Source: an optimization exercise on an open RTL-to-GDS flow (aim: small area, a short achievable clock period and few clock cycles per item). Production flows keep margins and buffers that such runs may drop. Function was checked by simulation only, so behaviour that the tests miss may differ from the original. Power figures rest on the tool's default switching activity, not on a simulated workload.

v6:
==> flow/design.v (excerpt) <==
module receive_reorder_window (
	input  logic                  clk,
	input  logic                  arst_n,
	input  logic                  req_valid,
	output logic                  req_stall,
	input  logic [32:0]           req,
	output logic                  rsp_valid,
	input  logic                  rsp_stall,
	output logic [105:0]          rsp,
	input  logic                  cfg_valid,
	output logic                  cfg_ready,
	input  logic [6:0]            cfg_data
);
	localparam logic [2:0] ST_OK       = 3'd0;
	localparam logic [2:0] ST_OVERFLOW = 3'd1;
	localparam logic [2:0] ST_ALREADY  = 3'd2;
	localparam logic [2:0] ST_NO_DATA  = 3'd3;
	localparam logic [2:0] ST_MISMATCH = 3'd4;
	logic [15:0] pay_mem [64];
	logic [63:0] occ_q;       
	logic [63:0] hi_q;        
	logic [63:0] full_q;      
	logic [15:0] base_q;
	logic [63:0] bsel_q;      
	logic [6:0]  count_q;
	logic [6:0]  range_q;
	logic [15:0] lim_q;       
	logic [63:0] keep_q;      
	logic [32:0] hd;
	logic [5:0]  hq;
	logic        vh;
	logic [32:0] sk;
	logic [5:0]  sq;
	logic        vs;
	logic        v1;
	logic        mode1;
	logic        over1;       
	logic        neg1;        
	logic        g2_1;        
	logic [5:0]  p1;          
	logic        kocc1, khi1;
	logic [15:0] pay1;
	logic        wb_v;
	logic [5:0]  wb_idx;
	logic [15:0] wb_data;
	logic        rsp_valid_q;
	logic [2:0]  status_q;
	logic [15:0] payout_q;
	logic acc, exe, mv, hld;
	assign acc       = req_valid && !vs;
	assign exe       = v1 && (!rsp_valid_q || !rsp_stall);
  ...
Settings: LEC_CHECK=0, CAP_MARGIN=20, CORE_MARGIN=2, CORE_UTILIZATION=60, CTS_BUF_LIST=sky130_fd_sc_hd__clkbuf_16, CTS_CLUSTER_DIAMETER=100, CTS_CLUSTER_SIZE=26, SETUP_SLACK_MARGIN=4.8, SLEW_MARGIN=20; clock period 8.0 ns.
run.sh (not shown) runs the stock make flow with config.mk's settings and CLKGATE_MAP_FILE= SYNTH_SCRIPT=/design/flow/synth_recipe.tcl, a recipe that flattens the netlist after the stock synthesis.
Testbench counts of v6, summed over its fixed seeds: cycles 13,693, items 12,000.
Changes in v7 relative to v6:
Settings: a change of CTS_CLUSTER_DIAMETER from 100 to 80; a change of CTS_CLUSTER_SIZE from 26 to 24.
## What came out
v7 completed; timing, DRC and antenna clean
Maximum achievable frequency went up slightly going from v6 to v7.
Final-layout non-clock buffer area share essentially unchanged between v7 and v6.
On global-route total usage across every layer, v7 and v6 are basically level.
Per the comparison of v7 with v6, global-route wire length before repair has remained practically unchanged, depth of the most critical reg-to-reg path has decreased, number of gates given a new drive strength after cts has increased, non-clock buffer count has increased.

== wip/raven ==
receive_reorder_window again, from the RTL that the note above started with.
==> flow/config.mk <==
export PLATFORM = sky130hd
export DESIGN_NAME = receive_reorder_window
export DESIGN_NICKNAME = receive_reorder_window
export VERILOG_FILES = /design/flow/design.v
export SDC_FILE = /design/flow/constraint.sdc
export NUM_CORES = 4
export LEC_CHECK = 0
export CAP_MARGIN = 20
export CORE_MARGIN = 2
export CORE_UTILIZATION = 70
export CTS_BUF_LIST = sky130_fd_sc_hd__clkbuf_16
export CTS_CLUSTER_DIAMETER = 80
export CTS_CLUSTER_SIZE = 24
export SETUP_SLACK_MARGIN = 4.8
export SLEW_MARGIN = 20
==> flow/constraint.sdc <==
create_clock -name core_clock -period 8.0 [get_ports {clk}]
set_input_delay 1.6000 -clock core_clock [delete_from_list [all_inputs] [get_ports {clk}]]
set_output_delay 1.6000 -clock core_clock [all_outputs]
set_load 0.01 [all_outputs]
wip/raven closes out successfully: all stages finished, all timing, DRC and antenna checks passed.
Testbench counts of wip/raven, summed over its fixed seeds: cycles 13,693, items 12,000.
[inputs] wip/violet vs wip/raven
Settings: CORE_UTILIZATION changed from 70 to 60; CTS_CLUSTER_DIAMETER changed from 80 to 60.
### Flow results
A library cell contributing the largest single delay on the critical path of dfrtp_2 is what wip/raven shows, while nand4_1 belongs to wip/violet. The final reports for wip/violet and wip/raven show final area higher in the former. The routed length per placed instance of wip/violet falls short of that of wip/raven by about 0.9%. Going from wip/raven to wip/violet, the leakage power figure was found to have gone up by 0.53 nW.
For wip/ember, these inputs were changed with respect to wip/violet:
Settings: CTS_CLUSTER_DIAMETER now 50, was 60; CTS_CLUSTER_SIZE now 20, was 24.
## What came out
- All of wip/ember and wip/violet finish clean.
- From wip/violet to wip/ember the numbers moved as follows: via count shows an increase of 180, detailed route wirelength on metal3 shows an increase of 280 um, clock group power shows an increase of about 17%, routed wire length shows an increase of about 0.6%, total power of the final layout shows an increase of 6.0%.
- wip/ember vs. wip/violet: internal power contribution grew by 1.0 mW; met3 track demand over resource in global routing grew by 1.2 points.
- Worst setup path startpoint = bsel_q[28]: wip/violet; worst setup path startpoint = bsel_q[5]: wip/ember
- Cell count in wip/ember vs wip/violet: up 37
- In wip/ember, transition at the pin with the smallest max-transition slack is higher than in wip/violet.
- Looking at wip/ember and wip/violet, the clock latency reported for the late side of the worst-skew pair is a wash.
- The run with more setup slack is wip/violet; wip/ember has less.

==> afterwards: timing with drivers on the ports <==
How much do the figures lean on ideal ports? The routed layouts below were timed once more, with nothing changed but the port constraints. Step 1 (the two cells are an assumption about what drives the block):
set clk [get_ports {clk}]
set_driving_cell -lib_cell sky130_fd_sc_hd__clkbuf_16 $clk
set_driving_cell -lib_cell sky130_fd_sc_hd__buf_2 [delete_from_list [all_inputs] $clk]
Step 2 adds t to the input delays and takes it off the output delays; t is the mean of the earliest and latest rising clock arrival at the registers after step 1. Input paths then give back, and output paths get back, about the clock's delay inside the block. a / b / c = no drivers / after step 1 / after step 2; a / b = the first two.
run | shift t [ns] | setup WS [ns] | worst slew at a driven data input, ns
v6 | 0.756 | 4.702 / 4.702 / 4.106 | 0.09
v7 | 0.756 | 4.731 / 4.731 / 4.127 | 0.09
wip/raven | 0.745 | 4.633 / 4.633 / 4.113 | 0.06
wip/violet | 0.796 | 4.732 / 4.732 / 4.003 | 0.09
wip/ember | 0.830 | 4.690 / 4.690 / 3.963 | 0.10
After both steps every run listed still meets setup and hold. The setup slack of wip/violet, which loses most, moves by 0.000 ns with the drivers and by -0.729 ns with both steps.
